This is an optimization exercise on Yosys and OpenROAD, whose aim is small area, a short achievable clock period and few clock cycles, not a production implementation.
Only simulation tests tie the RTL to the original design; equivalence was not proved.
Power and IR drop assume default switching activity.

==> flow/config.mk <==
export PLATFORM = sky130hd
export DESIGN_NAME = mbuf_adapter_top
export DESIGN_NICKNAME = mbuf_adapter_top
export VERILOG_FILES = /design/flow/design.v
export SDC_FILE = /design/flow/constraint.sdc
export NUM_CORES = 4
export LEC_CHECK = 0
export CAP_MARGIN = 20
export CORE_MARGIN = 2
export CORE_UTILIZATION = 40
export SLEW_MARGIN = 20
==> flow/constraint.sdc <==
create_clock -name core_clock -period 5.0 [get_ports {acc_clk}]
set_input_delay 1.0000 -clock core_clock [delete_from_list [all_inputs] [get_ports {acc_clk}]]
set_output_delay 1.0000 -clock core_clock [all_outputs]
set_load 0.01 [all_outputs]
==> flow/design.v <==
`timescale 1ns/1ps
package mbuf_pkg;
    localparam int DEF_NUM_BANKS  = 4;
    localparam int DEF_BANK_DEPTH = 16;
    localparam int DEF_DATA_W     = 32;
    typedef enum logic [1:0] {
        BANK_FREE      = 2'd0,
        BANK_FILLED    = 2'd1,
        BANK_PROCESSED = 2'd2
    } bank_state_e;
endpackage
`timescale 1ns/1ps
module stream_writer #(
    parameter int BANK_DEPTH = mbuf_pkg::DEF_BANK_DEPTH,
    parameter int DATA_W     = mbuf_pkg::DEF_DATA_W,
    localparam int ADDR_W    = (BANK_DEPTH > 1) ? $clog2(BANK_DEPTH) : 1,
    localparam int LEN_W     = $clog2(BANK_DEPTH + 1)
) (
    input  logic              acc_clk,
    input  logic              aresetn,
    input  logic [DATA_W-1:0] s_tdata,
    input  logic              s_tvalid,
    input  logic              s_tlast,
    output logic              s_tready,
    input  logic              fill_allow,
    output logic              fill_done,
    output logic [LEN_W-1:0]  fill_len,
    output logic              mem_en,
    output logic [DATA_W/8-1:0] mem_we,
    output logic [ADDR_W-1:0] mem_addr,
    output logic [DATA_W-1:0] mem_wdata
);
    logic [LEN_W-1:0] count;
    logic             beat;
    assign s_tready = fill_allow;
    assign beat     = s_tvalid && fill_allow;
    assign mem_en    = beat;
    assign mem_we    = {(DATA_W/8){beat}};
    assign mem_addr  = count[ADDR_W-1:0];
    assign mem_wdata = s_tdata;
    always_ff @(posedge acc_clk) begin
        if (!aresetn) begin
            count     <= '0;
            fill_done <= 1'b0;
        end else begin
            fill_done <= beat && s_tlast;
            if (beat) begin
                count <= s_tlast ? '0 : count + 1'b1;
            end
        end
    end
    always_ff @(posedge acc_clk) begin
        if (beat && s_tlast) begin
            fill_len <= count + 1'b1;
        end
    end
endmodule
`timescale 1ns/1ps
module buffer_ring_ctrl #(
    parameter int NUM_BANKS  = mbuf_pkg::DEF_NUM_BANKS,
    parameter int BANK_DEPTH = mbuf_pkg::DEF_BANK_DEPTH,
    localparam int SEL_W     = (NUM_BANKS > 1) ? $clog2(NUM_BANKS) : 1,
    localparam int LEN_W     = $clog2(BANK_DEPTH + 1)
) (
    input  logic             acc_clk,
    input  logic             aresetn,
    input  logic             fill_done,
    input  logic [LEN_W-1:0] fill_len,
    input  logic             acc_done,
    input  logic             drain_done,
    output logic [SEL_W-1:0] fill_sel,
    output logic [SEL_W-1:0] acc_sel,
    output logic [SEL_W-1:0] drain_sel,
    output logic             fill_allow,
    output logic             acc_start_ready,
    output logic             drain_go,
    output logic [LEN_W-1:0] drain_len
);
    mbuf_pkg::bank_state_e bank_state [NUM_BANKS];
    logic [LEN_W-1:0] bank_len   [NUM_BANKS];
    logic [SEL_W-1:0] fill_ptr;
    logic [SEL_W-1:0] acc_ptr;
    logic [SEL_W-1:0] drain_ptr;
    function automatic logic [SEL_W-1:0] next_ptr(input logic [SEL_W-1:0] ptr);
        if (ptr == SEL_W'(NUM_BANKS - 1)) begin
            next_ptr = {SEL_W{1'b0}};
        end else begin
            next_ptr = ptr + 1'b1;
        end
    endfunction
    always_ff @(posedge acc_clk) begin
        if (!aresetn) begin
            fill_ptr  <= '0;
            acc_ptr   <= '0;
            drain_ptr <= '0;
            for (int i = 0; i < NUM_BANKS; i++) begin
                bank_state[i] <= mbuf_pkg::BANK_FREE;
            end
        end else begin
            if (fill_done) begin
                bank_state[fill_ptr] <= mbuf_pkg::BANK_FILLED;
                fill_ptr             <= next_ptr(fill_ptr);
            end
            if (acc_done) begin
                bank_state[acc_ptr] <= mbuf_pkg::BANK_PROCESSED;
                acc_ptr             <= next_ptr(acc_ptr);
            end
            if (drain_done) begin
                bank_state[drain_ptr] <= mbuf_pkg::BANK_FREE;
                drain_ptr             <= next_ptr(drain_ptr);
            end
        end
    end
    always_ff @(posedge acc_clk) begin
        if (fill_done) begin
            bank_len[fill_ptr] <= fill_len;
        end
    end
    assign fill_sel  = fill_ptr;
    assign acc_sel   = acc_ptr;
    assign drain_sel = drain_ptr;
    assign drain_len = bank_len[drain_ptr];
    assign fill_allow      = (bank_state[fill_ptr] == mbuf_pkg::BANK_FREE) && !fill_done;
    assign acc_start_ready = (bank_state[acc_ptr] == mbuf_pkg::BANK_FILLED);
    assign drain_go        = (bank_state[drain_ptr] == mbuf_pkg::BANK_PROCESSED) && !drain_done;
endmodule
`timescale 1ns/1ps
module bank_router #(
    parameter int NUM_BANKS = mbuf_pkg::DEF_NUM_BANKS,
    parameter int DATA_W    = mbuf_pkg::DEF_DATA_W,
    parameter int ADDR_W    = 4,
    localparam int SEL_W    = (NUM_BANKS > 1) ? $clog2(NUM_BANKS) : 1,
    localparam int BE_W     = DATA_W / 8
) (
    input  logic                          acc_clk,
    input  logic [SEL_W-1:0]              fill_sel,
    input  logic [SEL_W-1:0]              acc_sel,
    input  logic [SEL_W-1:0]              drain_sel,
    input  logic                          wr_en,
    input  logic [BE_W-1:0]               wr_we,
    input  logic [ADDR_W-1:0]             wr_addr,
    input  logic [DATA_W-1:0]             wr_wdata,
    input  logic                          acc_en,
    input  logic [BE_W-1:0]               acc_we,
    input  logic [ADDR_W-1:0]             acc_addr,
    input  logic [DATA_W-1:0]             acc_wdata,
    output logic [DATA_W-1:0]             acc_rdata,
    input  logic                          rd_en,
    input  logic [BE_W-1:0]               rd_we,
    input  logic [ADDR_W-1:0]             rd_addr,
    input  logic [DATA_W-1:0]             rd_wdata,
    output logic [DATA_W-1:0]             rd_rdata,
    output logic [NUM_BANKS-1:0]          bank_en,
    output logic [NUM_BANKS*BE_W-1:0]     bank_we,
    output logic [NUM_BANKS*ADDR_W-1:0]   bank_addr,
    output logic [NUM_BANKS*DATA_W-1:0]   bank_wdata,
    input  logic [NUM_BANKS*DATA_W-1:0]   bank_rdata
);
    logic [SEL_W-1:0]  acc_sel_q;
    logic [SEL_W-1:0]  drain_sel_q;
    for (genvar i = 0; i < NUM_BANKS; i++) begin : g_bank
        logic wr_hit;
        logic acc_hit;
        logic rd_hit;
        assign wr_hit  = wr_en && (fill_sel == SEL_W'(i));
        assign acc_hit = acc_en && (acc_sel == SEL_W'(i));
        assign rd_hit  = rd_en && (drain_sel == SEL_W'(i));
        always_comb begin
            bank_en[i]                      = 1'b0;
            bank_we[i*BE_W +: BE_W]         = '0;
            bank_addr[i*ADDR_W +: ADDR_W]   = '0;
            bank_wdata[i*DATA_W +: DATA_W]  = '0;
            if (wr_hit) begin
                bank_en[i]                     = 1'b1;
                bank_we[i*BE_W +: BE_W]        = wr_we;
                bank_addr[i*ADDR_W +: ADDR_W]  = wr_addr;
                bank_wdata[i*DATA_W +: DATA_W] = wr_wdata;
            end else if (acc_hit) begin
                bank_en[i]                     = 1'b1;
                bank_we[i*BE_W +: BE_W]        = acc_we;
                bank_addr[i*ADDR_W +: ADDR_W]  = acc_addr;
                bank_wdata[i*DATA_W +: DATA_W] = acc_wdata;
            end else if (rd_hit) begin
                bank_en[i]                     = 1'b1;
                bank_we[i*BE_W +: BE_W]        = rd_we;
                bank_addr[i*ADDR_W +: ADDR_W]  = rd_addr;
                bank_wdata[i*DATA_W +: DATA_W] = rd_wdata;
            end
        end
    end
    always_ff @(posedge acc_clk) begin
        acc_sel_q   <= acc_sel;
        drain_sel_q <= drain_sel;
    end
    assign acc_rdata = bank_rdata[acc_sel_q*DATA_W +: DATA_W];
    assign rd_rdata  = bank_rdata[drain_sel_q*DATA_W +: DATA_W];
endmodule
`timescale 1ns/1ps
module buffer_bank #(
    parameter int BANK_DEPTH = mbuf_pkg::DEF_BANK_DEPTH,
    parameter int DATA_W     = mbuf_pkg::DEF_DATA_W,
    localparam int ADDR_W    = (BANK_DEPTH > 1) ? $clog2(BANK_DEPTH) : 1
) (
    input  logic                acc_clk,
    input  logic                mem_en,
    input  logic [DATA_W/8-1:0] mem_we,
    input  logic [ADDR_W-1:0]   mem_addr,
    input  logic [DATA_W-1:0]   mem_wdata,
    output logic [DATA_W-1:0]   mem_rdata
);
    logic [DATA_W-1:0] ram [BANK_DEPTH];
    always_ff @(posedge acc_clk) begin
        if (mem_en) begin
            for (int b = 0; b < DATA_W / 8; b++) begin
                if (mem_we[b]) begin
                    ram[mem_addr][b*8 +: 8] <= mem_wdata[b*8 +: 8];
                end
            end
            mem_rdata <= ram[mem_addr];
        end
    end
endmodule
`timescale 1ns/1ps
module stream_reader #(
    parameter int BANK_DEPTH = mbuf_pkg::DEF_BANK_DEPTH,
    parameter int DATA_W     = mbuf_pkg::DEF_DATA_W,
    localparam int ADDR_W    = (BANK_DEPTH > 1) ? $clog2(BANK_DEPTH) : 1,
    localparam int LEN_W     = $clog2(BANK_DEPTH + 1)
) (
    input  logic              acc_clk,
    input  logic              aresetn,
    input  logic              drain_go,
    input  logic [LEN_W-1:0]  drain_len,
    output logic              drain_done,
    output logic [DATA_W-1:0] m_tdata,
    output logic              m_tvalid,
    output logic              m_tlast,
    input  logic              m_tready,
    output logic              mem_en,
    output logic [DATA_W/8-1:0] mem_we,
    output logic [ADDR_W-1:0] mem_addr,
    output logic [DATA_W-1:0] mem_wdata,
    input  logic [DATA_W-1:0] mem_rdata
);
    logic              busy;
    logic              start;
    logic [LEN_W-1:0]  len_q;
    logic [LEN_W-1:0]  rd_addr;
    logic              rd_pend;
    logic              pend_last;
    logic              issue;
    logic              pop;
    logic [1:0]        cnt;
    logic              wr_idx;
    logic              rd_idx;
    logic [DATA_W-1:0] skid_data [2];
    logic              skid_last [2];
    assign start    = !busy && drain_go;
    assign m_tvalid = (cnt != 2'd0);
    assign m_tdata  = skid_data[rd_idx];
    assign m_tlast  = m_tvalid && skid_last[rd_idx];
    assign pop      = m_tvalid && m_tready;
    assign issue = busy && (rd_addr < len_q) && (((cnt + 2'(rd_pend)) < 2'd2) || pop);
    assign mem_en    = issue;
    assign mem_we    = '0;
    assign mem_addr  = rd_addr[ADDR_W-1:0];
    assign mem_wdata = '0;
    always_ff @(posedge acc_clk) begin
        if (!aresetn) begin
            busy       <= 1'b0;
            rd_addr    <= '0;
            rd_pend    <= 1'b0;
            cnt        <= 2'd0;
            wr_idx     <= 1'b0;
            rd_idx     <= 1'b0;
            drain_done <= 1'b0;
        end else begin
            drain_done <= pop && m_tlast;
            rd_pend    <= issue;
            cnt        <= cnt + 2'(rd_pend) - 2'(pop);
            if (start) begin
                busy    <= 1'b1;
                rd_addr <= '0;
            end else if (pop && m_tlast) begin
                busy <= 1'b0;
            end
            if (issue) begin
                rd_addr <= rd_addr + 1'b1;
            end
            if (rd_pend) begin
                wr_idx <= ~wr_idx;
            end
            if (pop) begin
                rd_idx <= ~rd_idx;
            end
        end
    end
    always_ff @(posedge acc_clk) begin
        if (start) begin
            len_q <= drain_len;
        end
        if (issue) begin
            pend_last <= (rd_addr == len_q - 1'b1);
        end
        if (rd_pend) begin
            skid_data[wr_idx] <= mem_rdata;
            skid_last[wr_idx] <= pend_last;
        end
    end
endmodule
`timescale 1ns/1ps
module mbuf_adapter_top #(
    parameter int NUM_BANKS  = mbuf_pkg::DEF_NUM_BANKS,
    parameter int BANK_DEPTH = mbuf_pkg::DEF_BANK_DEPTH,
    parameter int DATA_W     = mbuf_pkg::DEF_DATA_W,
    localparam int ADDR_W    = (BANK_DEPTH > 1) ? $clog2(BANK_DEPTH) : 1
) (
    input  logic                acc_clk,
    input  logic                aresetn,
    input  logic [DATA_W-1:0]   s_axis_tdata,
    input  logic                s_axis_tvalid,
    input  logic                s_axis_tlast,
    output logic                s_axis_tready,
    output logic [DATA_W-1:0]   m_axis_tdata,
    output logic                m_axis_tvalid,
    output logic                m_axis_tlast,
    input  logic                m_axis_tready,
    output logic                acc_start_ready,
    input  logic                acc_done,
    input  logic                acc_en,
    input  logic [DATA_W/8-1:0] acc_we,
    input  logic [ADDR_W-1:0]   acc_addr,
    input  logic [DATA_W-1:0]   acc_wdata,
    output logic [DATA_W-1:0]   acc_rdata
);
    localparam int SEL_W = (NUM_BANKS > 1) ? $clog2(NUM_BANKS) : 1;
    localparam int LEN_W = $clog2(BANK_DEPTH + 1);
    localparam int BE_W  = DATA_W / 8;
    logic [SEL_W-1:0] fill_sel;
    logic [SEL_W-1:0] acc_sel;
    logic [SEL_W-1:0] drain_sel;
    logic             fill_allow;
    logic             fill_done;
    logic [LEN_W-1:0] fill_len;
    logic             drain_go;
    logic             drain_done;
    logic [LEN_W-1:0] drain_len;
    logic              wr_en;
    logic [BE_W-1:0]   wr_we;
    logic [ADDR_W-1:0] wr_addr;
    logic [DATA_W-1:0] wr_wdata;
    logic              rd_en;
    logic [BE_W-1:0]   rd_we;
    logic [ADDR_W-1:0] rd_addr;
    logic [DATA_W-1:0] rd_wdata;
    logic [DATA_W-1:0] rd_rdata;
    logic [NUM_BANKS-1:0]        bank_en;
    logic [NUM_BANKS*BE_W-1:0]   bank_we;
    logic [NUM_BANKS*ADDR_W-1:0] bank_addr;
    logic [NUM_BANKS*DATA_W-1:0] bank_wdata;
    logic [NUM_BANKS*DATA_W-1:0] bank_rdata;
    stream_writer #(.BANK_DEPTH(BANK_DEPTH), .DATA_W(DATA_W)) u_stream_writer (
        .acc_clk    (acc_clk),
        .aresetn    (aresetn),
        .s_tdata    (s_axis_tdata),
        .s_tvalid   (s_axis_tvalid),
        .s_tlast    (s_axis_tlast),
        .s_tready   (s_axis_tready),
        .fill_allow (fill_allow),
        .fill_done  (fill_done),
        .fill_len   (fill_len),
        .mem_en     (wr_en),
        .mem_we     (wr_we),
        .mem_addr   (wr_addr),
        .mem_wdata  (wr_wdata)
    );
    buffer_ring_ctrl #(.NUM_BANKS(NUM_BANKS), .BANK_DEPTH(BANK_DEPTH)) u_ring_ctrl (
        .acc_clk         (acc_clk),
        .aresetn         (aresetn),
        .fill_done       (fill_done),
        .fill_len        (fill_len),
        .acc_done        (acc_done),
        .drain_done      (drain_done),
        .fill_sel        (fill_sel),
        .acc_sel         (acc_sel),
        .drain_sel       (drain_sel),
        .fill_allow      (fill_allow),
        .acc_start_ready (acc_start_ready),
        .drain_go        (drain_go),
        .drain_len       (drain_len)
    );
    bank_router #(.NUM_BANKS(NUM_BANKS), .DATA_W(DATA_W), .ADDR_W(ADDR_W)) u_bank_router (
        .acc_clk    (acc_clk),
        .fill_sel   (fill_sel),
        .acc_sel    (acc_sel),
        .drain_sel  (drain_sel),
        .wr_en      (wr_en),
        .wr_we      (wr_we),
        .wr_addr    (wr_addr),
        .wr_wdata   (wr_wdata),
        .acc_en     (acc_en),
        .acc_we     (acc_we),
        .acc_addr   (acc_addr),
        .acc_wdata  (acc_wdata),
        .acc_rdata  (acc_rdata),
        .rd_en      (rd_en),
        .rd_we      (rd_we),
        .rd_addr    (rd_addr),
        .rd_wdata   (rd_wdata),
        .rd_rdata   (rd_rdata),
        .bank_en    (bank_en),
        .bank_we    (bank_we),
        .bank_addr  (bank_addr),
        .bank_wdata (bank_wdata),
        .bank_rdata (bank_rdata)
    );
    for (genvar i = 0; i < NUM_BANKS; i++) begin : g_bank
        buffer_bank #(.BANK_DEPTH(BANK_DEPTH), .DATA_W(DATA_W)) u_buffer_bank (
            .acc_clk   (acc_clk),
            .mem_en    (bank_en[i]),
            .mem_we    (bank_we[i*BE_W +: BE_W]),
            .mem_addr  (bank_addr[i*ADDR_W +: ADDR_W]),
            .mem_wdata (bank_wdata[i*DATA_W +: DATA_W]),
            .mem_rdata (bank_rdata[i*DATA_W +: DATA_W])
        );
    end
    stream_reader #(.BANK_DEPTH(BANK_DEPTH), .DATA_W(DATA_W)) u_stream_reader (
        .acc_clk    (acc_clk),
        .aresetn    (aresetn),
        .drain_go   (drain_go),
        .drain_len  (drain_len),
        .drain_done (drain_done),
        .m_tdata    (m_axis_tdata),
        .m_tvalid   (m_axis_tvalid),
        .m_tlast    (m_axis_tlast),
        .m_tready   (m_axis_tready),
        .mem_en     (rd_en),
        .mem_we     (rd_we),
        .mem_addr   (rd_addr),
        .mem_wdata  (rd_wdata),
        .mem_rdata  (rd_rdata)
    );
endmodule
==> flow/run.sh <==
#!/bin/bash
# synth_recipe.tcl (not shown) runs the flow's synth.tcl, then flattens the netlist and writes it again
# the make line also repeats each setting of config.mk as NAME=value (left out here)
make -C /OpenROAD-flow-scripts/flow DESIGN_CONFIG=/design/flow/config.mk WORK_HOME=/design/flow/orfs CLKGATE_MAP_FILE= SYNTH_SCRIPT=/design/flow/synth_recipe.tcl finish
==> results.txt <==
final cells by class:
type	count	area [µm²]	area share [%]
inverters	28	105.1	0.09574
clock inverters	151	1433	1.305
clock buffers	274	5952	5.422
diodes	14	35.03	0.03191
flip-flops and latches	2316	69120	62.97
multi-input cells	3841	23700	21.59
well taps	3167	3963	3.610
repair buffers	585	5470	4.983
Yosys cell counts, drive strengths merged (4+ instances only):
library cell	count	area share (%)
nor3	8	0.042
xnor2	10	0.092
edfxtp	2273	72
a211oi	1027	8.4
inv	28	0.11
nor2	301	1.2
o2bb2ai	8	0.074
clkbuf	383	1.5
o21ai	4	0.021
and2	19	0.12
or3	6	0.039
o211ai	10	0.11
nand4	8	0.053
mux4	71	1.7
buf	176	1.1
mux2	32	0.38
nor2b	5	0.033
or4	129	1.0
or2	4	0.026
nor3b	5	0.039
mux2i	4	0.042
nand2b	9	0.059
and3	518	3.4
nand3	181	0.95
nand2	894	3.5
ha	22	0.29
dfxtp	43	0.90
a21oi	548	2.9
critical path, cell delays in order, from the launching register on:
cell and delay [ns]:
dfxtp_1 0.59, ha_1 0.31, nand2b_1 0.08, a21oi_1 0.10, or4_1 0.55, buf_4 0.25, o211ai_1 0.37, nand2_4 0.24
nor2_1 0.35, buf_4 0.21, nand2_1 0.10, nor2_1 0.80
worst min-delay path by stage:
| stage | depth (start not counted) | end |
|---|---|---|
| 6_report | 0 | u_bank_router.acc_sel_q[1] |
| 5_1_grt | 0 | u_bank_router.acc_sel_q[1] |
| 4_1_cts | 0 | u_bank_router.acc_sel_q[1] |
| 3_5_place_dp | 0 | u_bank_router.acc_sel_q[1] |
| 3_3_place_gp | 0 | u_bank_router.acc_sel_q[1] |
| 2_1_floorplan | 0 | u_bank_router.drain_sel_q[1] |
flip-flops by register name, summed over array words and instances, names as in the netlist, 2 cells and up, named ones only:
signal and cells:
u_stream_reader.cnt 2, u_ring_ctrl.bank_state 8, u_stream_reader.len_q 5, u_bank_router.drain_sel_q 2
u_stream_writer.count 5, g_bank.u_buffer_bank.mem_rdata 128, g_bank.u_buffer_bank.ram 2048, u_stream_reader.skid_data 64
u_ring_ctrl.bank_len 20, u_stream_writer.fill_len 5, u_stream_reader.rd_addr 5, u_bank_router.acc_sel_q 2
u_ring_ctrl.fill_ptr 2, u_ring_ctrl.drain_ptr 2, u_stream_reader.skid_last 2, u_ring_ctrl.acc_ptr 2
per-layer routing:
metal / wire [µm] / up-vias
li1: - / 26790
met1: 117500 / 31230
met2: 133700 / 2859
met3: 23520 / 549
met4: 17750 / 0
met5: 0 / -
power breakdown:
part	leakage (nW)	total, mW	switching, mW	internal, mW
logic	13.5	4.59	3.02	1.57
clock network	3.59	17.0	7.53	9.44
registers	22.5	22.2	0.400	21.8
total	39.6	43.8	10.9	32.9
placed cells by master (no fill, tap or decap), types with 40 or more instances in the layout:
cell type / netlist / routed
edfxtp_1: 2273 / 2273
nand2_1: 892 / 870
mux4_2: 71 / 71
clkinv_2: 0 / 52
dfxtp_1: 43 / 40
and3_1: 518 / 518
or4_1: 129 / 129
buf_4: 2 / 382
nor2_1: 297 / 297
nand3_1: 181 / 177
clkinv_1: 0 / 52
buf_12: 0 / 57
a21oi_1: 548 / 548
a211oi_2: 60 / 60
clkbuf_16: 0 / 231
a211oi_1: 967 / 967
clkbuf_1: 383 / 42
clkdlybuf4s50_1: 0 / 146
cells by family (layout without fill, tap and decap cells):
| group | count (synthesis) | after routing | share of synthesized area, % |
|---|---|---|---|
| flip-flops | 2316 | 2316 | 72.65 |
| AND/OR/NAND/NOR | 2092 | 2092 | 10.59 |
| AO/OA/AOI/OAI | 1609 | 1609 | 11.60 |
| buffers and inverters | 587 | 1038 | 2.672 |
| multiplexers | 107 | 107 | 2.102 |
| adder cells (fa/ha/maj) | 22 | 22 | 0.2893 |
| XOR/XNOR | 11 | 11 | 0.1013 |
| other | 0 | 14 | 0 |
==> results.json <==
{
  "setup_violations": 0,
  "synth-edff-count": 2273,
  "finalPower_mw": 43.81,
  "grt_pass1_wl_um": 422800,
  "netlist_instances": 6744,
  "gp_congestion": 0.9496,
  "critPathLaunch": "u_stream_reader.rd_addr[1]",
  "fin_skew_ns": 0.08455,
  "htree_levels": 4,
  "r2r_cells": 11,
  "ctsResizeCount": 0,
  "power.density_nw_per_um2": 399.0,
  "synthFlopType": "edfxtp_1",
  "drt-pass1-iter-count": 6,
  "final_cell_area_um2": 109800,
  "async_flop_share_pct": 0,
  "syn-num-nets": 6845,
  "cp-start-kind": "flip-flop",
  "cts_max_path_buffers": 3,
  "worst_pin_slew_ns": 1.093,
  "hold_class": "reg2reg",
  "holdWs_ns": 0.4107,
  "grt_pass1_vias": 58940,
  "syn_avg_cell_area_um2": 14.11,
  "wl_per_cell_um": 28.18,
  "crit_end": "g_bank[1].u_buffer_bank.ram[14][17]",
  "syn_to_final_growth_pct": 15.38,
  "post-route-util_pct": 46.28,
  "die_y_um": 491.7,
  "cts_made_buffers": 230,
  "nets": 7103,
  "p_leak_nw": 39.56,
  "overflow": 0,
  "grt_setup_unrepaired": "false",
  "layoutNonFillerInstCount": 10380,
  "cts_tree": "built",
  "drt_iter0_drc": 7866,
  "max_freq_mhz": 226.5,
  "hold_viol": 0,
  "cts.sinks": 2316,
  "crit_type": "reg2reg",
  "period_share_pct": 88.29,
  "core_area_um2": 237200,
  "pin_count": 147,
  "slew_viol_final": 0,
  "die_w_um": 491.7,
  "die_area_um2": 241800,
  "rrSetupSlack_ns": 0.59,
  "place_inst": 9937,
  "clk_pin_slew_ns": 0.07,
  "num_rows": 179,
  "grtUsageMet2_pct": 36.00,
  "status": "no timing/DRC/antenna violations",
  "dp_slack_ns": 0.1911,
  "cts_hold_buf": 0,
  "cap_violations": 0,
  "grt_util_met1_pct": 32.21,
  "grt_use_met3_pct": 4.078,
  "cp.required_ns": 5.48,
  "synth_warnings": 5,
  "tns_ns": 0,
  "drt_wl_total_um": 292400,
  "start_util_pct": 40.11,
  "cp-end-kind": "flip-flop",
  "post_cts_buffers": 0,
  "antenna_left": 0,
  "vias": 61430,
  "via_per_inst": 5.921,
  "ir_drop_v": 0.0003279,
  "worst_slack_ns": 0.5857,
  "grt.busiest_layer": "met2",
  "clockRootBuffer": "clkbuf_16",
  "fillers": 20470,
  "gr-usage-all-layers_pct": 23.65,
  "ys_seq_elements": 2316,
  "remaining_drc_errors": 0,
  "clock_latency_ns": 0.92,
  "dp_hpwl_um": 195300,
  "hp-start": "u_ring_ctrl.acc_ptr[1]",
  "maxSlewHeadroom_pct": 26.84,
  "drive_gt1_share_pct": 13.80,
  "crit_fanout": 17,
  "crit_arrival_ns": 4.89,
  "io_buffers": 146,
  "r2r-start": "u_stream_reader.rd_addr[1]",
  "synth.yosys.seq_area_share_pct": 72.65,
  "synth.cell_area_um2": 95140,
  "rr_endpoint": "g_bank[1].u_buffer_bank.ram[14][17]",
  "synth.distinct_cells": 49,
  "fin_crit_ns": 4.414,
  "grt_antenna_before_repair": 16,
  "grt_max_degree": 124,
  "place_area_um2": 102400
}
Testbench counts, summed over its fixed seeds: cycles 5,003.

afterwards: timing with drivers on the ports:
No port has a modelled driver above. Below, the same layout with a new extraction and two added sets of constraints.
Step 1 sets driving cells, clkbuf_16 on the clock port and buf_2 on the other inputs (assumed; they add their load-dependent delay and slew).
Step 2 also shifts input and output timing later by t, the mid clock arrival at the registers, as if the neighbouring blocks saw the same clock.
Three values: no drivers, after step 1, after step 2; two values: the first two.
t (ns): 0.958
setup WS [ns]: 0.586 / 0.586 / 0.106
clock arrival spread, ns: 0.093 / 0.093
slew at the worst register clock pin (ns): 0.07 / 0.07
After both steps this run still meets setup and hold. The setup slack of this run moves by 0.000 ns with the drivers and by -0.480 ns with both steps.
